Source: an optimization exercise on an open RTL-to-GDS flow (aim: small area, a short achievable clock period and few clock cycles per item). Production flows keep margins and buffers that such runs may drop. Only simulation tests tie the RTL to the original design; equivalence was not proved.

**run.sh**
```bash
#!/bin/bash
# synth_recipe.tcl (not shown) runs the flow's synth.tcl, then flattens the netlist and writes it again
# the make line also repeats each setting of config.mk as NAME=value (left out here)
make -C /OpenROAD-flow-scripts/flow DESIGN_CONFIG=/design/flow/config.mk WORK_HOME=/design/flow/orfs CLKGATE_MAP_FILE= SYNTH_SCRIPT=/design/flow/synth_recipe.tcl finish
```
**config.mk**
```make
export PLATFORM = sky130hd
export DESIGN_NAME = rational_arithmetic_unit
export DESIGN_NICKNAME = rational_arithmetic_unit
export VERILOG_FILES = /design/flow/design.v
export SDC_FILE = /design/flow/constraint.sdc
export NUM_CORES = 4
export LEC_CHECK = 0
export ABC_AREA = 1
export CAP_MARGIN = 20
export CORE_MARGIN = 2
export CORE_UTILIZATION = 40
export PLACE_DENSITY = 0.6
export SETUP_SLACK_MARGIN = 5
export SLEW_MARGIN = 20
```
**constraint.sdc**
```tcl
create_clock -name core_clock -period 11.0 [get_ports {i_clk}]
set_input_delay 2.2000 -clock core_clock [delete_from_list [all_inputs] [get_ports {i_clk}]]
set_output_delay 2.2000 -clock core_clock [all_outputs]
set_load 0.01 [all_outputs]
```
**design.v**
```verilog
package rau_pkg;
    localparam int DEF_WIDTH = 32;
    typedef enum logic [2:0] {
        MODE_NORM = 3'd0,
        MODE_ADD  = 3'd1,
        MODE_SUB  = 3'd2,
        MODE_MUL  = 3'd3,
        MODE_DIV  = 3'd4,
        MODE_EQ   = 3'd5,
        MODE_LT   = 3'd6,
        MODE_NONE = 3'd7
    } t_mode;
    typedef enum logic [1:0] {
        ST_OK   = 2'd0,
        ST_ZERO = 2'd1,
        ST_OVF  = 2'd2,
        ST_RSVD = 2'd3
    } t_status;
    typedef struct packed {
        logic [2:0]  mode;
        logic [31:0] a_num;
        logic [31:0] a_den;
        logic [31:0] b_num;
        logic [30:0] b_den;
    } t_in_word;
    typedef struct packed {
        logic [31:0] res_num;
        logic [30:0] res_den;
        logic        truth;
        logic [1:0]  status;
    } t_out_word;
endpackage
module rau_add #(
    parameter int W = 64
) (
    input  logic [W-1:0] i_a,
    input  logic [W-1:0] i_b,
    input  logic         i_cin,
    output logic [W-1:0] o_sum,
    output logic         o_cout
);
    logic [W-1:0] p, g, pp, gg;
    always_comb begin
        p = i_a ^ i_b;
        g = i_a & i_b;
        gg = g;
        pp = p;
        gg[0] = g[0] | (p[0] & i_cin);
        for (int d = 1; d < W; d = d * 2)
            for (int i = 2 * d - 1; i < W; i = i + 2 * d) begin
                gg[i] = gg[i] | (pp[i] & gg[i - d]);
                pp[i] = pp[i] & pp[i - d];
            end
        for (int d = W / 4; d >= 1; d = d / 2)
            for (int i = 3 * d - 1; i < W; i = i + 2 * d) begin
                gg[i] = gg[i] | (pp[i] & gg[i - d]);
                pp[i] = pp[i] & pp[i - d];
            end
        o_sum[0] = p[0] ^ i_cin;
        for (int i = 1; i < W; i++) o_sum[i] = p[i] ^ gg[i - 1];
        o_cout = gg[W - 1];
    end
endmodule
module rational_arithmetic_unit #(
    parameter int WIDTH = rau_pkg::DEF_WIDTH
) (
    input  logic        i_clk,
    input  logic        i_rst_n,
    input  logic        i_in_valid,
    output logic        o_in_ready,
    input  logic [2:0]  i_in_mode,
    input  logic [31:0] i_in_a_num,
    input  logic [31:0] i_in_a_den,
    input  logic [31:0] i_in_b_num,
    input  logic [30:0] i_in_b_den,
    output logic        o_out_valid,
    input  logic        i_out_ready,
    output logic [31:0] o_out_res_num,
    output logic [30:0] o_out_res_den,
    output logic        o_out_truth,
    output logic [1:0]  o_out_status
);
    typedef enum logic [2:0] {S_IDLE, S_MUL, S_GCD, S_ACC, S_OUT} t_state;
    t_state      r_state;
    logic        r_eq;        
    logic        r_cmp;       
    logic        r_zero;      
    logic        r_truth;
    logic        r_fa, r_fb, r_fc;    
    logic        r_two;       
    logic        r_seen;      
    logic        r_rdy;       
    logic [4:0]  r_cnt;
    logic [63:0] r_x, r_y;
    logic [32:0] r_a, r_b;                  
    logic [31:0] r_c, r_d;                  
    logic [31:0] r_e;                       
    logic        r_ab, r_bb, r_cb, r_db;    
    logic [32:0] nad_in;
    logic [31:0] ad_in, bd_in;
    logic        sb_in, zero_in;
    rau_add #(.W(33)) u_nad (.i_a(~{i_in_a_den[31], i_in_a_den}), .i_b(33'd0), .i_cin(1'b1),
                              .o_sum(nad_in), .o_cout());
    assign ad_in = i_in_a_den[31] ? nad_in[31:0] : i_in_a_den;
    assign bd_in = {1'b0, i_in_b_den};
    assign sb_in = i_in_b_num[31];
    assign zero_in = (i_in_a_den == 32'd0)
                  || (i_in_mode != rau_pkg::MODE_NORM && i_in_b_den == 31'd0)
                  || (i_in_mode == rau_pkg::MODE_DIV && i_in_b_num == 32'd0);
    logic za_in, zb_in, sa_in, cmp_dec_in, cmp_truth_in;
    assign za_in = (i_in_a_num == 32'd0);
    assign zb_in = (i_in_b_num == 32'd0);
    assign sa_in = i_in_a_num[31] ^ i_in_a_den[31];
    assign cmp_dec_in = za_in || zb_in || (sa_in != sb_in);
    assign cmp_truth_in = (i_in_mode == rau_pkg::MODE_EQ) ? (za_in && zb_in)
                        : za_in ? (!zb_in && !sb_in) : sa_in;
    logic w_load;
    assign w_load = i_in_valid && (r_state == S_IDLE || (r_state == S_OUT && i_out_ready));
    function automatic logic [64:0] booth(input logic [2:0] bits, input logic inv,
                                          input logic [32:0] m);
        logic neg, one, two;
        logic [63:0] t;
        neg = bits[2] ^ inv;
        one = bits[1] ^ bits[0];
        two = (bits[2] & !bits[1] & !bits[0]) | (!bits[2] & bits[1] & bits[0]);
        t = one ? {{31{m[32]}}, m} : two ? {{30{m[32]}}, m, 1'b0} : 64'd0;
        booth = {neg, t ^ {64{neg}}};
    endfunction
    logic [64:0] w_ba, w_bb, w_bc;
    logic [63:0] w_t1, w_t2, w_ty;
    logic        w_n1, w_n2, w_ny;
    logic [63:0] w_mx_next, w_my_next;
    logic        w_skip;
    assign w_ba = booth(r_two ? r_e[31:29] : 3'b000, r_fa, r_a);
    assign w_bb = booth(r_d[31:29], r_fb, r_b);
    assign w_bc = booth(r_e[31:29], r_fc, {r_c[31], r_c});
    assign {w_n1, w_t1} = w_ba;
    assign {w_n2, w_t2} = w_bb;
    assign {w_ny, w_ty} = w_bc;
    logic [63:0] w_cs_s, w_cs_c, w_x4;
    assign w_x4 = {r_x[61:0], w_n1 & w_n2, w_n1 ^ w_n2};
    assign w_cs_s = w_x4 ^ w_t1 ^ w_t2;
    assign w_cs_c = (w_x4 & w_t1) | (w_x4 & w_t2) | (w_t1 & w_t2);
    rau_add #(.W(64)) u_mx (.i_a(w_cs_s), .i_b({w_cs_c[62:0], 1'b0}), .i_cin(1'b0),
                            .o_sum(w_mx_next), .o_cout());
    rau_add #(.W(64)) u_my (.i_a({r_y[61:0], 2'b00}), .i_b(w_ty), .i_cin(w_ny),
                            .o_sum(w_my_next), .o_cout());
    assign w_skip = !r_seen && (r_cnt[3:1] != 3'd0)
                 && (r_e[31:27] == 5'd0 || r_e[31:27] == 5'h1f)
                 && (r_d[31:27] == 5'd0 || r_d[31:27] == 5'h1f);
    logic        w_zx, w_eq, w_negx;
    logic [64:0] w_dxy, w_dyx;
    logic [63:0] w_yop;
    logic        w_cxy, w_cyx;
    assign w_zx   = (r_x == 64'd0);
    assign w_eq   = w_sub_x && (w_dxy[63:0] == 64'd0);    
    assign w_negx = r_x[63];
    assign w_yop  = w_negx ? 64'd0 : r_y;
    rau_add #(.W(64)) u_dxy (.i_a(r_x), .i_b(~r_y), .i_cin(1'b1), .o_sum(w_dxy[63:0]), .o_cout(w_cxy));
    rau_add #(.W(64)) u_dyx (.i_a(w_yop), .i_b(~r_x), .i_cin(1'b1), .o_sum(w_dyx[63:0]), .o_cout(w_cyx));
    assign w_dxy[64] = !w_cxy;
    assign w_dyx[64] = !w_cyx;
    logic [33:0] w_apb;
    logic [32:0] w_cpd;
    logic        w_apb_big;
    rau_add #(.W(34)) u_apb (.i_a({r_a[32], r_a}), .i_b({r_b[32], r_b}), .i_cin(1'b0),
                             .o_sum(w_apb), .o_cout());
    assign w_apb_big = r_ab || r_bb || (w_apb[33] != w_apb[32]);
    rau_add #(.W(32)) u_cpd (.i_a(r_c), .i_b(r_d), .i_cin(1'b0), .o_sum(w_cpd[31:0]), .o_cout(w_cpd[32]));
    logic [63:0] g_x, g_y;
    logic [32:0] g_a, g_b;
    logic [31:0] g_c, g_d;
    logic        g_ab, g_bb, g_cb, g_db;
    logic        w_sub_x, w_sub_y, w_xside, w_both;
    logic [3:0]  w_vx, w_vy;
    logic        w_x1, w_x2, w_y1, w_y2;     
    logic [63:0] w_xpre, w_ypre, w_xsh1, w_ysh1, w_xsh, w_ysh;
    logic [32:0] w_ash1, w_bsh1, w_ash, w_bsh;
    logic [31:0] w_csh1, w_dsh1, w_csh, w_dsh;
    logic        w_absh, w_bbsh, w_cbsh, w_dbsh;
    assign w_sub_x = r_x[0] && r_y[0] && !w_dxy[64];
    assign w_sub_y = r_x[0] && r_y[0] && w_dxy[64];
    assign w_both  = !r_x[0] && !r_y[0];                  
    assign w_xside = w_sub_x || !r_x[0];
    assign w_vx = w_sub_x ? w_dxy[3:0] : w_both ? (r_x[3:0] | r_y[3:0]) : r_x[3:0];
    assign w_vy = w_sub_y ? w_dyx[3:0] : w_both ? (r_x[3:0] | r_y[3:0]) : r_y[3:0];
    assign w_x1 = !w_vx[1] && (w_vx[2] || !w_vx[3]);
    assign w_x2 = !w_vx[1] && !w_vx[2];
    assign w_y1 = !w_vy[1] && (w_vy[2] || !w_vy[3]);
    assign w_y2 = !w_vy[1] && !w_vy[2];
    assign w_xpre = w_sub_x ? w_dxy[63:0] : r_x;
    assign w_ypre = w_sub_y ? w_dyx[63:0] : r_y;
    assign w_xsh1 = w_x1 ? {2'b0, w_xpre[63:2]} : {1'b0, w_xpre[63:1]};
    assign w_ysh1 = w_y1 ? {2'b0, w_ypre[63:2]} : {1'b0, w_ypre[63:1]};
    assign w_xsh  = w_x2 ? {2'b0, w_xsh1[63:2]} : w_xsh1;
    assign w_ysh  = w_y2 ? {2'b0, w_ysh1[63:2]} : w_ysh1;
    assign w_ash1 = w_x1 ? {r_a[30:0], 2'b0} : {r_a[31:0], 1'b0};
    assign w_ash  = w_x2 ? {w_ash1[30:0], 2'b0} : w_ash1;
    assign w_absh = r_ab || (r_a[32] != r_a[31]) || (w_x1 && (r_a[32] != r_a[30]))
                 || (w_x2 && ((w_ash1[32] != w_ash1[31]) || (w_ash1[32] != w_ash1[30])));
    assign w_csh1 = w_x1 ? {r_c[29:0], 2'b0} : {r_c[30:0], 1'b0};
    assign w_csh  = w_x2 ? {w_csh1[29:0], 2'b0} : w_csh1;
    assign w_cbsh = r_cb || r_c[31] || (w_x1 && r_c[30]) || (w_x2 && (w_csh1[31] || w_csh1[30]));
    assign w_bsh1 = w_y1 ? {r_b[30:0], 2'b0} : {r_b[31:0], 1'b0};
    assign w_bsh  = w_y2 ? {w_bsh1[30:0], 2'b0} : w_bsh1;
    assign w_bbsh = r_bb || (r_b[32] != r_b[31]) || (w_y1 && (r_b[32] != r_b[30]))
                 || (w_y2 && ((w_bsh1[32] != w_bsh1[31]) || (w_bsh1[32] != w_bsh1[30])));
    assign w_dsh1 = w_y1 ? {r_d[29:0], 2'b0} : {r_d[30:0], 1'b0};
    assign w_dsh  = w_y2 ? {w_dsh1[29:0], 2'b0} : w_dsh1;
    assign w_dbsh = r_db || r_d[31] || (w_y1 && r_d[30]) || (w_y2 && (w_dsh1[31] || w_dsh1[30]));
    always_comb begin
        g_x = r_x; g_y = r_y;
        g_a = r_a; g_b = r_b; g_c = r_c; g_d = r_d;
        g_ab = r_ab; g_bb = r_bb; g_cb = r_cb; g_db = r_db;
        if (w_negx) begin
            g_x = w_dyx[63:0];
            g_a = r_a[32] ? 33'd1 : '1;
        end else if (w_zx) begin
        end else if (w_both) begin
            g_x = w_xsh;
            g_y = w_ysh;
        end else if (w_xside) begin
            g_x = w_xsh;
            g_a = w_ash; g_ab = w_absh;
            g_c = w_csh; g_cb = w_cbsh;
            if (w_sub_x) begin
                g_b = w_apb[32:0]; g_bb = w_apb_big;
                g_d = w_cpd[31:0]; g_db = r_cb | r_db | w_cpd[32];
            end
        end else begin
            g_y = w_ysh;
            g_b = w_bsh; g_bb = w_bbsh;
            g_d = w_dsh; g_db = w_dbsh;
            if (w_sub_y) begin
                g_a = w_apb[32:0]; g_ab = w_apb_big;
                g_c = w_cpd[31:0]; g_cb = r_cb | r_db | w_cpd[32];
            end
        end
    end
    logic        w_early;
    assign w_early = r_ab || r_bb || r_cb || r_db || r_c[31] || r_d[31]
                  || (r_a[32] != r_a[31]) || (r_b[32] != r_b[31]);
    logic        w_ovf;
    assign w_ovf = r_bb || r_db || r_d[31] || (r_b[32] != r_b[31]);
    assign o_in_ready    = r_rdy;
    assign o_out_valid   = (r_state == S_OUT);
    assign o_out_res_num = w_ovf ? 32'd0 : r_b[31:0];
    assign o_out_res_den = w_ovf ? 31'd1 : r_d[30:0];
    assign o_out_truth   = r_truth;
    assign o_out_status  = w_ovf ? rau_pkg::ST_OVF : r_zero ? rau_pkg::ST_ZERO : rau_pkg::ST_OK;
    always_ff @(posedge i_clk) begin
        if (!i_rst_n) begin
            r_state <= S_IDLE;
            r_rdy   <= 1'b0;
        end else begin
            r_rdy <= w_load;
            if (w_load) begin
                r_eq    <= (i_in_mode == rau_pkg::MODE_EQ);
                r_cmp   <= (i_in_mode == rau_pkg::MODE_EQ || i_in_mode == rau_pkg::MODE_LT);
                r_zero  <= 1'b0;
                r_truth <= 1'b0;
                r_cnt   <= 5'd15;
                r_seen  <= 1'b0;
                r_x     <= 64'd0;
                r_y     <= 64'd0;
                r_two   <= 1'b1;
                r_ab <= 1'b0; r_bb <= 1'b0; r_cb <= 1'b0; r_db <= 1'b0;
                r_a <= {i_in_a_num[31], i_in_a_num}; r_fa <= i_in_a_den[31];
                r_b <= {i_in_b_num[31], i_in_b_num};
                r_fb <= i_in_a_den[31] ^ (i_in_mode != rau_pkg::MODE_ADD);
                r_c <= i_in_a_den; r_fc <= i_in_a_den[31];
                r_d <= i_in_a_den; r_e <= bd_in;
                r_state <= S_MUL;
                if (i_in_mode == rau_pkg::MODE_NONE || zero_in
                    || ((i_in_mode == rau_pkg::MODE_EQ || i_in_mode == rau_pkg::MODE_LT)
                        && cmp_dec_in)) begin
                    r_zero <= zero_in && (i_in_mode != rau_pkg::MODE_NONE);
                    r_truth <= !zero_in && (i_in_mode != rau_pkg::MODE_NONE) && cmp_truth_in;
                    r_cmp  <= 1'b0;
                    r_b <= 33'd0; r_d <= 32'd1;
                    r_state <= S_ACC;
                end else begin
                    unique case (i_in_mode)
                        rau_pkg::MODE_NORM: begin
                            r_x <= {{32{i_in_a_num[31]}}, i_in_a_num};
                            r_y <= {32'd0, ad_in};
                            r_a <= i_in_a_den[31] ? '1 : 33'd1;
                            r_b <= 33'd0; r_c <= 32'd0; r_d <= 32'd1;
                            r_e <= 32'd0;
                            r_state <= S_GCD;
                        end
                        rau_pkg::MODE_MUL: begin
                            r_two <= 1'b0;
                            r_b <= {i_in_a_num[31], i_in_a_num}; r_fb <= i_in_a_den[31];
                            r_d <= i_in_b_num;
                        end
                        rau_pkg::MODE_DIV: begin
                            r_two <= 1'b0;
                            r_b <= {i_in_a_num[31], i_in_a_num};
                            r_fb <= i_in_a_den[31] ^ i_in_b_num[31];
                            r_fc <= i_in_a_den[31] ^ i_in_b_num[31];
                            r_d <= bd_in; r_e <= i_in_b_num;
                        end
                        default: ;
                    endcase
                end
            end else begin
                unique case (r_state)
                    S_IDLE: ;
                    S_MUL: begin
                        if (w_skip) begin
                            r_cnt <= r_cnt - 5'd2;
                            r_e <= {r_e[27:0], 4'd0};
                            r_d <= {r_d[27:0], 4'd0};
                        end else begin
                            r_x <= w_mx_next;
                            r_y <= w_my_next;
                            r_e <= {r_e[29:0], 2'd0};
                            r_d <= {r_d[29:0], 2'd0};
                            r_seen <= 1'b1;
                            r_cnt <= r_cnt - 5'd1;
                            if (r_cnt == 5'd0) begin
                                r_a <= 33'd1;
                                r_b <= 33'd0; r_c <= 32'd0; r_d <= 32'd1;
                                r_state <= r_cmp ? S_ACC : S_GCD;
                            end
                        end
                    end
                    S_GCD: begin
                        r_x <= g_x; r_y <= g_y;
                        r_a <= g_a; r_b <= g_b; r_c <= g_c; r_d <= g_d;
                        r_ab <= g_ab; r_bb <= g_bb; r_cb <= g_cb; r_db <= g_db;
                        if (!w_negx && (w_zx || w_eq)) r_state <= S_OUT;
                        if (!w_negx && !w_zx && w_early) begin
                            r_x <= r_x; r_y <= r_y;
                            r_a <= r_a; r_b <= r_b; r_c <= r_c; r_d <= r_d;
                            r_ab <= r_ab; r_bb <= 1'b1; r_cb <= r_cb; r_db <= r_db;
                            r_state <= S_OUT;
                        end
                    end
                    S_ACC: begin
                        if (r_cmp) r_truth <= r_eq ? w_zx : w_negx;
                        r_state <= S_OUT;
                    end
                    S_OUT: if (i_out_ready) r_state <= S_IDLE;
                    default: r_state <= S_IDLE;
                endcase
            end
        end
    end
endmodule
```
==> results.py, run 1 <==
metrics = {
    "run_status": {
        "status": "no timing/DRC/antenna violations",
    },
    "synthesis": {
        "synth-async-reset-ratio": 0,
        "yosysWarnings": 5,
        "synth_area_um2": 43500,
        "synth.top_cell.area_share": 0.213,
        "synthCells": 6125,
        "synth_edf_count": 308,
        "synth-seq-cells": 312,
        "synth_fp_nets": 6821,
        "seq_area_frac_synth": 0.215,
        "synth.area.top_cells": "edfxtp_1 (21%), nand2_1 (13%), fa_1 (10%)",
        "synth_ff_type": "edfxtp_1",
        "synth_top_area_cell": "edfxtp_1",
        "post-synth-top-count-cell": "nand2_1",
        "ys_types": 64,
        "avgSynthCellArea_um2": 7.10,
        "synth_commonest_cells": "nand2_1 (1516), inv_1 (691), o21ai_0 (637)",
    },
    "placement": {
        "gp_congestion": 1.01,
        "hpwl_mm": 139,
        "port-buffer-count": 201,
    },
    "final_layout": {
        "synthToLayoutAreaGrowth_pct": 12.2,
        "n_fill_cell": 10900,
        "nNetsFinal": 6833,
        "drive_above_1_share": 0.0470,
        "fin_util": 0.454,
    },
    "global_routing": {
        "antenna_found_initial": 7,
        "grt_pass1_vias": 43300,
        "grt_pass1_wl_mm": 274,
        "grtUsageTotal": 0.324,
        "grt_max_degree": 127,
        "grt-ovfl-total": 0,
    },
    "sta": {
        "min_period_over_period": 0.545,
        "setup_tns_ps": 0,
        "hold_viol": 0,
        "period_needed_ps": 5990,
        "slew_viol_final": 0,
        "relSlewSlack": 0.248,
        "fin_skew_ps": 31.9,
        "tightest_slew_ps": 1130,
        "finalSetupViolCount": 0,
        "rsz0062_at_grt": "true",
        "timing.fmax_mhz": 167,
    },
    "worst_hold_path": {
        "hp-class": "flop to flop",
    },
    "cts": {
        "cts_sinks": 312,
        "cts_tree": "built",
        "h-tree-depth": 2,
        "clkLatencyLatePin_ps": 670,
        "cts-root-buf": "clkbuf_16",
        "clockBufferDepth": 3,
        "cts_made_buffers": 47,
        "clk_pin_slew_ps": 60,
        "cts_hold_buf": 0,
    },
    "route": {
        "route.detailed.drc": 0,
        "top_layer": "met5",
        "antenna_left": 0,
        "wire_per_inst_um": 24.8,
        "dr_wl_met3_mm": 18.7,
        "routed-wl-met2_mm": 84.0,
        "drt_iter0_drc": 5192,
        "dr.pass1.iters": 6,
        "viasPerCell": 6.02,
        "vias": 45600,
        "wl_met1_mm": 73.2,
        "wl_mm": 188,
    },
    "setup_path": {
        "worst-endpoint-arrival_ps": 6370,
        "critPathMaxStageDelay_ps": 550,
        "startpoint_type": "flop",
        "path_class": "flop to flop",
        "cpMostUsedCell": "nand2_1",
        "critical_path.slowest_cell": "o21ai_0",
        "cp-end-kind": "flop",
        "critical_path.max_fanout": 16,
        "crit_required_ps": 11370,
    },
    "floorplanning": {
        "die_area_um2": 111000,
        "core_area_um2": 107000,
        "start_util": 0.405,
        "die_width_um": 334,
        "fp.dieH_um": 334,
        "rows": 120,
        "ios": 202,
    },
    "flow_run": {
        "maxCapViolCount": 0,
    },
}
cell families (layout without fill, tap and decap cells):
family	count (synthesis)	in the layout	synth area share
AOI/OAI and AO/OA	1413	1413	0.193
xor gates and xnor gates	275	275	0.0554
adders and majority gates	562	562	0.200
buffers and inverters	1045	1089	0.0943
DFF	312	312	0.215
muxes	3	3	0.000691
other	0	2	0
and+or+nand+nor	2515	2522	0.241
path summary, 6_finish.rpt:
path,cells past startpoint,endpoint,start,slack [ps]
worst max-delay path,29,r_x[63]$_DFFE_PP_,r_e[30]$_DFFE_PP_,5010
worst max register to register,29,r_x[63]$_DFFE_PP_,r_e[30]$_DFFE_PP_,5010
worst min-delay path,2,r_cnt[0]$_SDFFCE_PP1P_,r_cnt[0]$_SDFFCE_PP1P_,590
worst min register to register,2,r_cnt[0]$_SDFFCE_PP1P_,r_cnt[0]$_SDFFCE_PP1P_,590
area by class of cell:
class,instances,area (um2),area share
Inverter,708,2680,0.0550
Tap cell,1403,1760,0.0360
Multi-Input combinational cell,4775,30600,0.628
Clock inverter,29,223,0.00457
Clock buffer,59,1240,0.0255
Antenna cell,2,5.00,0.000103
Timing Repair Buffer,293,2900,0.0595
Sequential cell,312,9330,0.191
cell usage in the layout, fill, tap and decap left out, types with 15 or more instances in the layout:
master	netlist	routed
nand2_1	1516	1512
inv_1	691	686
o21ai_0	637	620
nor2_1	435	424
ha_1	340	336
nand3_1	310	308
edfxtp_1	308	308
fa_1	222	222
a21oi_1	206	202
clkdlybuf4s50_1	0	201
xor2_1	166	162
xnor2_1	109	107
nand4_1	101	101
o211ai_1	100	100
o22ai_1	86	86
o2111ai_1	81	81
o21ai_1	63	71
buf_4	19	69
o221ai_1	51	51
nor4_1	52	50
clkbuf_16	0	50
a31oi_1	48	45
nor3_1	35	33
a21o_1	31	31
or2_2	19	19
o31ai_1	17	17
inv_2	15	15
sequential cells by signal, indices dropped and copies added (netlist names), 5 cells and up:
name / cells
r_c: 32
r_x: 64
r_b: 33
r_e: 32
r_a: 33
r_d: 32
r_cnt: 5
r_y: 64
stage by stage:
stage / hold slack, ps / setup slack [ps] / instance area (um2) / instances
2_1_floorplan: 541 / 5010 / 43500 / 6125
3_3_place_gp: 561 / 3180 / 46500 / 7454
3_5_place_dp: 571 / 3070 / 46500 / 7455
4_1_cts: 586 / 4680 / 48200 / 7548
5_1_grt: 608 / 4690 / 48800 / 7579
6_report: 586 / 5010 / 48800 / 7581
critical path: cells and delay by family, from the launching register on:
family	cells	cell delay, ps
simple gates	15	1870
compound gates	6	1290
fa+ha+maj	3	1240
xor+xnor	3	610
flops	1	500
buf+inv	2	180
timing repair:
item                                    CTS  global route
cloned                                    1             8
gates resized for setup                  22            76
pin swaps                                 4            13
hold endpoints to repair                  0             0
setup buffers                             4            22
endpoints found under the setup margin  181           252
layer usage:
layer  vias to the layer above  track usage
li1                      20900            -
met1                     21700        0.417
met2                      2560        0.515
met3                       530       0.0519
met4                        10        0.186
met5                         -            0
Testbench counts, summed over its fixed seeds: cycles 57,410, items 2,400.
==> run 2, diff against run 1 <==
--- a/design.v
+++ b/design.v
@@ -31,7 +31,8 @@
     } t_out_word;
 endpackage
 module rau_add #(
-    parameter int W = 64
+    parameter int W = 64,
+    parameter bit FAST = 1'b0    
 ) (
     input  logic [W-1:0] i_a,
     input  logic [W-1:0] i_b,
@@ -46,16 +47,24 @@
         gg = g;
         pp = p;
         gg[0] = g[0] | (p[0] & i_cin);
+        if (FAST) begin
+            for (int d = 1; d < W; d = d * 2)
+                for (int i = W - 1; i >= d; i--) begin
+                    gg[i] = gg[i] | (pp[i] & gg[i - d]);
+                    pp[i] = pp[i] & pp[i - d];
+                end
+        end else begin
         for (int d = 1; d < W; d = d * 2)
             for (int i = 2 * d - 1; i < W; i = i + 2 * d) begin
                 gg[i] = gg[i] | (pp[i] & gg[i - d]);
                 pp[i] = pp[i] & pp[i - d];
             end
-        for (int d = W / 4; d >= 1; d = d / 2)
+        for (int d = 32; d >= 1; d = d / 2)   
             for (int i = 3 * d - 1; i < W; i = i + 2 * d) begin
                 gg[i] = gg[i] | (pp[i] & gg[i - d]);
                 pp[i] = pp[i] & pp[i - d];
             end
+        end
         o_sum[0] = p[0] ^ i_cin;
         for (int i = 1; i < W; i++) o_sum[i] = p[i] ^ gg[i - 1];
         o_cout = gg[W - 1];
@@ -137,14 +146,30 @@
     assign {w_n1, w_t1} = w_ba;
     assign {w_n2, w_t2} = w_bb;
     assign {w_ny, w_ty} = w_bc;
-    logic [63:0] w_cs_s, w_cs_c, w_x4;
-    assign w_x4 = {r_x[61:0], w_n1 & w_n2, w_n1 ^ w_n2};
-    assign w_cs_s = w_x4 ^ w_t1 ^ w_t2;
-    assign w_cs_c = (w_x4 & w_t1) | (w_x4 & w_t2) | (w_t1 & w_t2);
-    rau_add #(.W(64)) u_mx (.i_a(w_cs_s), .i_b({w_cs_c[62:0], 1'b0}), .i_cin(1'b0),
-                            .o_sum(w_mx_next), .o_cout());
-    rau_add #(.W(64)) u_my (.i_a({r_y[61:0], 2'b00}), .i_b(w_ty), .i_cin(w_ny),
-                            .o_sum(w_my_next), .o_cout());
+    logic [33:0] w_l1, w_l2, w_cs_s, w_cs_c, w_x4lo;
+    logic [35:0] w_xlo;
+    logic [29:0] w_xhi, w_xhi_m1, w_xhi_p1;
+    assign w_x4lo = {r_x[31:0], w_n1 & w_n2, w_n1 ^ w_n2};
+    assign w_l1 = {~w_t1[33], w_t1[32:0]};
+    assign w_l2 = {~w_t2[33], w_t2[32:0]};
+    assign w_cs_s = w_x4lo ^ w_l1 ^ w_l2;
+    assign w_cs_c = (w_x4lo & w_l1) | (w_x4lo & w_l2) | (w_l1 & w_l2);
+    rau_add #(.W(36), .FAST(1'b1)) u_mxlo (.i_a({2'b00, w_cs_s}), .i_b({1'b0, w_cs_c, 1'b0}),
+                                           .i_cin(1'b0), .o_sum(w_xlo), .o_cout());
+    assign w_xhi = r_x[61:32];
+    rau_add #(.W(30)) u_xhm (.i_a(w_xhi), .i_b('1), .i_cin(1'b0), .o_sum(w_xhi_m1), .o_cout());
+    rau_add #(.W(30)) u_xhp (.i_a(w_xhi), .i_b('0), .i_cin(1'b1), .o_sum(w_xhi_p1), .o_cout());
+    assign w_mx_next = {w_xlo[35] ? w_xhi_p1 : w_xlo[34] ? w_xhi : w_xhi_m1, w_xlo[33:0]};
+    logic [34:0] w_ly;
+    logic [35:0] w_ylo;
+    logic [29:0] w_yhi, w_yhi_m1, w_yhi_p1;
+    assign w_ly = {~w_ty[33], w_ty[33:0]};
+    rau_add #(.W(36), .FAST(1'b1)) u_mylo (.i_a({2'b00, r_y[31:0], 2'b00}), .i_b({1'b0, w_ly}),
+                                           .i_cin(w_ny), .o_sum(w_ylo), .o_cout());
+    assign w_yhi = r_y[61:32];
+    rau_add #(.W(30)) u_yhm (.i_a(w_yhi), .i_b('1), .i_cin(1'b0), .o_sum(w_yhi_m1), .o_cout());
+    rau_add #(.W(30)) u_yhp (.i_a(w_yhi), .i_b('0), .i_cin(1'b1), .o_sum(w_yhi_p1), .o_cout());
+    assign w_my_next = {w_ylo[35] ? w_yhi_p1 : w_ylo[34] ? w_yhi : w_yhi_m1, w_ylo[33:0]};
     assign w_skip = !r_seen && (r_cnt[3:1] != 3'd0)
                  && (r_e[31:27] == 5'd0 || r_e[31:27] == 5'h1f)
                  && (r_d[31:27] == 5'd0 || r_d[31:27] == 5'h1f);
--- a/config.mk
+++ b/config.mk
@@ -8,7 +8,7 @@
 export ABC_AREA = 1
 export CAP_MARGIN = 20
 export CORE_MARGIN = 2
-export CORE_UTILIZATION = 40
-export PLACE_DENSITY = 0.6
+export CORE_UTILIZATION = 55
+export PLACE_DENSITY = 0.75
 export SETUP_SLACK_MARGIN = 5
 export SLEW_MARGIN = 20
==> run 2 against run 1 <==
  * Fmax grew 2.0%
  * Wire length increased by 1.9%
  * Synthesized cell count rose by 5.0%
  * Non-clock buffer count down 31
  * Hold slack worse by 16 ps
  * Via count grew 7.8%
  * Clock skew increased by 8.7 ps
  * Still clean
  * Utilization is 15 points higher
  * Cell area decreased by 2.3%
  * First-iteration DRC count rose by 54%
  * Highest routed layer unchanged
==> results.py, run 2 <==
metrics = {
    "route": {
        "vias": 49200,
        "wire_per_inst_um": 25.6,
        "wl_mm": 192,
        "drt_iter0_drc": 8007,
        "dr.pass1.iters": 12,
        "antenna_left": 0,
        "route.detailed.drc": 0,
        "viasPerCell": 6.56,
    },
    "global_routing": {
        "antenna_found_initial": 7,
        "grtUsageTotal": 0.453,
        "grt_max_degree": 127,
        "grt_pass1_wl_mm": 282,
        "grt-ovfl-total": 0,
        "grt_pass1_vias": 45800,
    },
    "setup_path": {
        "critical_path.max_fanout": 55,
        "cp-startpoint": "r_e[29]$_DFFE_PP_",
        "reg2reg_from": "r_e[29]$_DFFE_PP_",
        "path_class": "flop to flop",
        "crit_required_ps": 11350,
        "startpoint_type": "flop",
        "cp_cell_sequence": "inv_1 > ha_1 > inv_1 > buf_4 > nand2_1 > nand2_1 > xnor2_1 > inv_1 > ha_1 > nand2_1 > nor2_1 > nand2_1 > nor4_1 > nand3_1 > nand4_1 > nand2_1 > inv_1 > buf_4 > nand3_1 > nand2_1 > xor2_1 > o21bai_1",
        "worst-endpoint-arrival_ps": 6220,
        "cp-end-kind": "flop",
        "cpMostUsedCell": "nand2_1",
        "critPathMaxStageDelay_ps": 470,
        "critical_path.slowest_cell": "xor2_1",
    },
    "sta": {
        "min_period_over_period": 0.534,
        "timing.fmax_mhz": 170,
        "tightest_slew_ps": 1170,
        "hold_viol": 0,
        "slew_viol_final": 0,
        "fin_skew_ps": 40.6,
        "setup_tns_ps": 0,
        "finalSetupViolCount": 0,
        "period_needed_ps": 5870,
        "relSlewSlack": 0.215,
        "rsz0062_at_grt": "false",
    },
    "synthesis": {
        "avgSynthCellArea_um2": 6.78,
        "seq_area_frac_synth": 0.214,
        "synth.area.top_cells": "edfxtp_1 (21%), nand2_1 (14%), ha_1 (9.9%)",
        "synthCells": 6433,
        "ys_types": 70,
        "synth-async-reset-ratio": 0,
        "synth_area_um2": 43600,
        "synth_top_area_cell": "edfxtp_1",
        "synth_fp_nets": 7045,
        "yosysWarnings": 7,
        "synth_ff_type": "edfxtp_1",
        "synth-seq-cells": 312,
        "synth.top_cell.area_share": 0.212,
        "synth_edf_count": 308,
        "post-synth-top-count-cell": "nand2_1",
        "synth_commonest_cells": "nand2_1 (1639), inv_1 (705), o21ai_0 (536)",
    },
    "final_layout": {
        "final_cell_mix": "nand2_1 (1636), inv_1 (699), o21ai_0 (529)",
        "multiInputGateArea_um2": 30400,
        "drive_above_1_share": 0.0428,
        "nNetsFinal": 7032,
        "fin_util": 0.605,
        "synthToLayoutAreaGrowth_pct": 9.22,
        "n_fill_cell": 7497,
        "top_regs": "r_x x64, r_y x64",
        "layout.cells.most_common": "nand2_1",
        "seq_area_um2": 9330,
    },
    "floorplanning": {
        "die_area_um2": 81600,
        "start_util": 0.554,
        "core_area_um2": 78700,
        "rows": 103,
        "fp.dieH_um": 286,
        "ios": 202,
        "die_width_um": 286,
    },
    "cts": {
        "cts_sinks": 312,
        "cts_hold_buf": 0,
        "cts_made_buffers": 44,
        "clk_pin_slew_ps": 60,
        "cts_tree": "built",
        "clkLatencyLatePin_ps": 640,
        "cts-root-buf": "clkbuf_16",
        "clockBufferDepth": 3,
        "h-tree-depth": 2,
    },
    "flow_run": {
        "maxCapViolCount": 0,
    },
    "worst_hold_path": {
        "hp-class": "flop to flop",
        "hp-start": "r_e[17]$_DFFE_PP_",
    },
    "placement": {
        "gp_congestion": 1.08,
        "hpwl_mm": 142,
        "port-buffer-count": 201,
    },
    "run_status": {
        "status": "no timing/DRC/antenna violations",
    },
}
-- run 2: final cells by class --
class,instances,share of cell area
Antenna cell,1,0.0000525
Clock buffer,55,0.0240
Clock inverter,23,0.00333
Inverter,733,0.0586
Multi-Input combinational cell,5066,0.637
Sequential cell,312,0.196
Tap cell,1050,0.0276
Timing Repair Buffer,262,0.0537
Timing Repair inverter,1,0.000105
-- run 2: critical path, delay by kind of cell (launching register included) --
kind,cells,cell delay (ps)
adder cells (fa/ha/maj),2,860
flip-flops,1,420
AND/OR/NAND/NOR,11,1940
buffers and inverters,6,1270
XOR/XNOR,2,930
AO/OA/AOI/OAI,1,110
-- run 2: final timing paths --
path                                end  slack [ps]  cells after the start
hold / removal        r_e[21]$_DFFE_PP_         570                      2
setup reg to reg  r_y[49]$_SDFFCE_PP0P_        5130                     22
hold reg to reg       r_e[21]$_DFFE_PP_         570                      2
setup / recovery  r_y[49]$_SDFFCE_PP0P_        5130                     22
-- run 2: cell families (layout without fill, tap and decap cells) --
logic type / Yosys count / after routing / synth area share
adder cells (fa/ha/maj): 478 / 478 / 0.160
AO/OA/AOI/OAI: 1497 / 1497 / 0.201
other: 0 / 1 / 0
flip-flops: 312 / 312 / 0.214
XOR/XNOR: 275 / 275 / 0.0552
buffers and inverters: 1059 / 1074 / 0.0957
AND/OR/NAND/NOR: 2786 / 2790 / 0.268
multiplexers: 26 / 26 / 0.00596
-- run 2: per-stage QoR --
step	instance area, um2	worst slack, ps	hold slack, ps	cells
6_report	47700	5130	570	7503
5_1_grt	47700	5000	615	7502
4_1_cts	47500	4980	572	7498
3_5_place_dp	46100	3880	558	7418
3_3_place_gp	46100	3940	556	7418
2_1_floorplan	43600	5820	541	6433
-- run 2: per-layer routing --
| layer | GRT usage | wire (um) |
|---|---|---|
| met1 | 0.559 | 68300 |
| met2 | 0.683 | 80200 |
| met3 | 0.124 | 25600 |
| met4 | 0.322 | 17500 |
| met5 | 0.00930 | 230 |
-- run 2: what timing repair did --
item / in CTS / in global routing
gates cloned: 2 / 3
gates resized for setup: 12 / 41
pin swaps: 1 / 2
setup buffers: 0 / 0
endpoints found under the setup margin: 78 / 267
Testbench counts of run 2, summed over its fixed seeds: cycles 57,410, items 2,400.
==> run 3, diff against run 2 <==
==> flow/run.sh (new file) <==
#!/bin/bash
set -euo pipefail
bash standard.sh SETUP_SLACK_MARGIN=6 finish > flow_make.log 2>&1
==> standard.sh (new file) <==
#!/bin/bash
# synth_recipe.tcl (not shown) runs the flow's synth.tcl, then flattens the netlist and writes it again
# the make line also repeats each setting of config.mk as NAME=value (left out here)
make -C /OpenROAD-flow-scripts/flow DESIGN_CONFIG=/design/flow/config.mk WORK_HOME=/design/flow/orfs CLKGATE_MAP_FILE= SYNTH_SCRIPT=/design/flow/synth_recipe.tcl "${@:-finish}"
--- a/config.mk
+++ b/config.mk
@@ -10,5 +10,4 @@
 export CORE_MARGIN = 2
 export CORE_UTILIZATION = 55
 export PLACE_DENSITY = 0.75
-export SETUP_SLACK_MARGIN = 5
 export SLEW_MARGIN = 20
removed: run.sh
==> run 3 against run 2 <==
  * First-iteration DRC count up 8.5%
  * Highest routed layer unchanged
==> results.py, run 3 <==
metrics = {
    "synthesis": {
        "synth_commonest_cells": "nand2_1 (1639), inv_1 (705), o21ai_0 (536)",
        "synth-async-reset-ratio": 0,
        "synth.top_cell.area_share": 0.212,
        "synthCells": 6433,
        "yosysWarnings": 7,
        "avgSynthCellArea_um2": 6.78,
        "seq_area_frac_synth": 0.214,
        "synth.area.top_cells": "edfxtp_1 (21%), nand2_1 (14%), ha_1 (9.9%)",
        "ys_types": 70,
        "synth_edf_count": 308,
        "synth_area_um2": 43600,
        "post-synth-top-count-cell": "nand2_1",
        "synth_top_area_cell": "edfxtp_1",
        "synth_ff_type": "edfxtp_1",
        "synth_fp_nets": 7045,
        "synth-seq-cells": 312,
    },
    "sta": {
        "hold_viol": 0,
        "fin_skew_ps": 22.9,
        "tightest_slew_ps": 1340,
        "setup_tns_ps": 0,
        "finalSetupViolCount": 0,
        "timing.final.ws_setup_ps": 5920,
        "timing.fmax_mhz": 197,
        "slew_viol_final": 0,
        "relSlewSlack": 0.104,
        "min_period_over_period": 0.462,
        "holdWs_ps": 582,
        "rsz0062_at_grt": "true",
        "period_needed_ps": 5080,
    },
    "setup_path": {
        "cp-startpoint": "r_y[23]$_DFFE_PP_",
        "cp_cell_sequence": "clkinvlp_4 > ha_4 > nand2_1 > nor2_4 > nand2_1 > nor2_2 > nand2_2 > nand2_4 > clkinvlp_4 > buf_4 > buf_12 > o21bai_2 > a31oi_1 > fa_2 > xnor2_1 > nor4_2 > nand4_1 > o31ai_4 > nand2_1 > nand3_2 > o21ai_0 > nand2_1 > inv_1",
        "path_class": "flop to flop",
        "cp_num_cells": 23,
        "r2r_slack_ps": 5920,
        "path_delay_family": "simple AND/OR/NAND/NOR gates",
        "startpoint_type": "flop",
        "rr_worst_depth": 23,
        "path_buf_inv": 5,
        "crit_required_ps": 11510,
        "critical_path.max_fanout": 3,
        "worst-endpoint-arrival_ps": 5590,
        "critPathMaxStageDelay_ps": 610,
        "cpMostUsedCell": "nand2_1",
        "cp-endpoint": "r_state[1]$_SDFFE_PN0P_",
        "critical_path.slowest_cell": "nor4_2",
        "cp-end-kind": "flop",
        "r2r-end": "r_state[1]$_SDFFE_PN0P_",
        "reg2reg_from": "r_y[23]$_DFFE_PP_",
    },
    "final_layout": {
        "fin_area_um2": 50100,
        "nNetsFinal": 7154,
        "synthToLayoutAreaGrowth_pct": 14.8,
        "fin_util": 0.636,
        "fin_cells": 7627,
        "final_cell_mix": "nand2_1 (1626), inv_1 (681), o21ai_0 (483)",
        "drive_above_1_share": 0.0838,
        "multiInputGateArea_um2": 31400,
        "seq_area_um2": 9330,
        "top_regs": "r_x x64, r_y x64",
        "layout.cells.most_common": "nand2_1",
        "n_fill_cell": 7241,
    },
    "floorplanning": {
        "die_width_um": 286,
        "rows": 103,
        "core_area_um2": 78700,
        "ios": 202,
        "die_area_um2": 81600,
        "fp.dieH_um": 286,
        "start_util": 0.554,
    },
    "flow_run": {
        "maxCapViolCount": 0,
    },
    "global_routing": {
        "antenna_found_initial": 10,
        "grt_pass1_wl_mm": 290,
        "grt_pass1_vias": 46700,
        "grt_max_degree": 156,
        "grt-ovfl-total": 0,
        "grtUsageTotal": 0.468,
    },
    "run_status": {
        "status": "no timing/DRC/antenna violations",
    },
    "route": {
        "drt_iter0_drc": 8684,
        "vias": 50500,
        "routed-wl-met2_mm": 83.6,
        "wl_met1_mm": 68.2,
        "antenna_left": 0,
        "wire_per_inst_um": 26.5,
        "dr.pass1.iters": 9,
        "top_layer": "met5",
        "viasPerCell": 6.62,
        "dr_wl_met3_mm": 30.1,
        "wl_mm": 202,
        "route.detailed.drc": 0,
    },
    "placement": {
        "place_area_um2": 46100,
        "hpwl_mm": 141,
        "placedCellCount": 7418,
        "post-place-ws_ps": 3750,
        "gp_congestion": 1.12,
        "port-buffer-count": 201,
    },
    "worst_hold_path": {
        "hp-class": "flop to flop",
    },
    "cts": {
        "cts-root-buf": "clkbuf_16",
        "cts_sinks": 312,
        "clk_pin_slew_ps": 60,
        "cts_hold_buf": 0,
        "cts_made_buffers": 43,
        "cts_tree": "built",
        "clockBufferDepth": 3,
        "clkLatencyLatePin_ps": 620,
        "h-tree-depth": 2,
    },
}
==> run 3: cell counts after synthesis <==
No cell type changed its count.
==> run 3: cell families (layout without fill, tap and decap cells) <==
family,after synthesis,count (layout),share of synthesized area
other,0,3,0
DFF,312,312,0.214
muxes,26,26,0.00596
xor gates and xnor gates,275,275,0.0552
buffers and inverters,1059,1191,0.0957
and+or+nand+nor,2786,2795,0.268
AOI/OAI and AO/OA,1497,1497,0.201
adders and majority gates,478,478,0.160
==> run 3: metal layers <==
| layer | vias up | track usage |
|---|---|---|
| met3 | 1182 | 0.141 |
| met2 | 4295 | 0.702 |
| met1 | 22900 | 0.567 |
| met5 | - | 0 |
| met4 | 12 | 0.351 |
| li1 | 22100 | - |
==> run 3: how the worst min path moves through the flow <==
stage	slack, ps	startpoint	cells after the start	end
finish	580	r_e[17]$_DFFE_PP_	2	r_e[21]$_DFFE_PP_
global route	610	r_e[0]$_SDFFCE_PN0P_	2	r_e[2]$_DFFE_PP_
CTS	580	r_e[17]$_DFFE_PP_	2	r_e[21]$_DFFE_PP_
detailed placement	570	r_e[17]$_DFFE_PP_	2	r_e[21]$_DFFE_PP_
global placement	560	r_e[1]$_SDFFCE_PN0P_	2	r_e[3]$_DFFE_PP_
floorplan	540	r_e[0]$_SDFFCE_PN0P_	2	r_e[2]$_DFFE_PP_
==> run 3: worst min-delay path, cell delays in order (launching register included) <==
cell and delay [ps]:
edfxtp_1 330, o21ai_0 80, nand2_1 70
==> run 3: repair_timing <==
action / 4_1_cts / 5_1_grt
endpoints found under the setup margin: 405 / 487
cloned: 11 / 12
endpoints found under the hold margin: 0 / 0
pin swaps: 29 / 44
buffers inserted: 41 / 65
resized for setup: 164 / 216
==> run 3: final cells by class <==
cell class              count  area share
diodes                      3    0.000150
clock buffers              55      0.0224
inverters                 733      0.0575
well taps                1050      0.0262
repair buffers            378      0.0775
flip-flops and latches    312       0.186
repair inverters            3    0.000475
clock inverters            22     0.00277
multi-input cells        5071       0.627

-- what the ideal ports hide --
The flow's constraints put no driver on any port. The routed layouts listed below were extracted and timed again, unchanged, in two steps.
Step 1: set_driving_cell puts a clkbuf_16 on i_clk and a buf_2 on each other input, an assumption about the parent block.
Step 2 also shifts input and output timing later by t, the mid clock arrival at the registers, as if the neighbouring blocks saw the same clock.
Slacks: ideal ports / drivers / drivers and shift; pairs: ideal ports / drivers.
| run | shift t [ns] | slack for setup (ns) | worst setup path after step 2 |
|---|---|---|---|
| run 1 | 0.730 | 5.008 / 5.008 / 4.527 | input to register |
| run 2 | 0.695 | 5.127 / 5.127 / 4.557 | input to register |
| run 3 | 0.680 | 5.922 / 5.922 / 5.408 | input to register |
After both steps setup and hold are still met in every run listed. The setup slack of run 2, which loses most, moves by 0.000 ns with the drivers and by -0.570 ns with both steps.
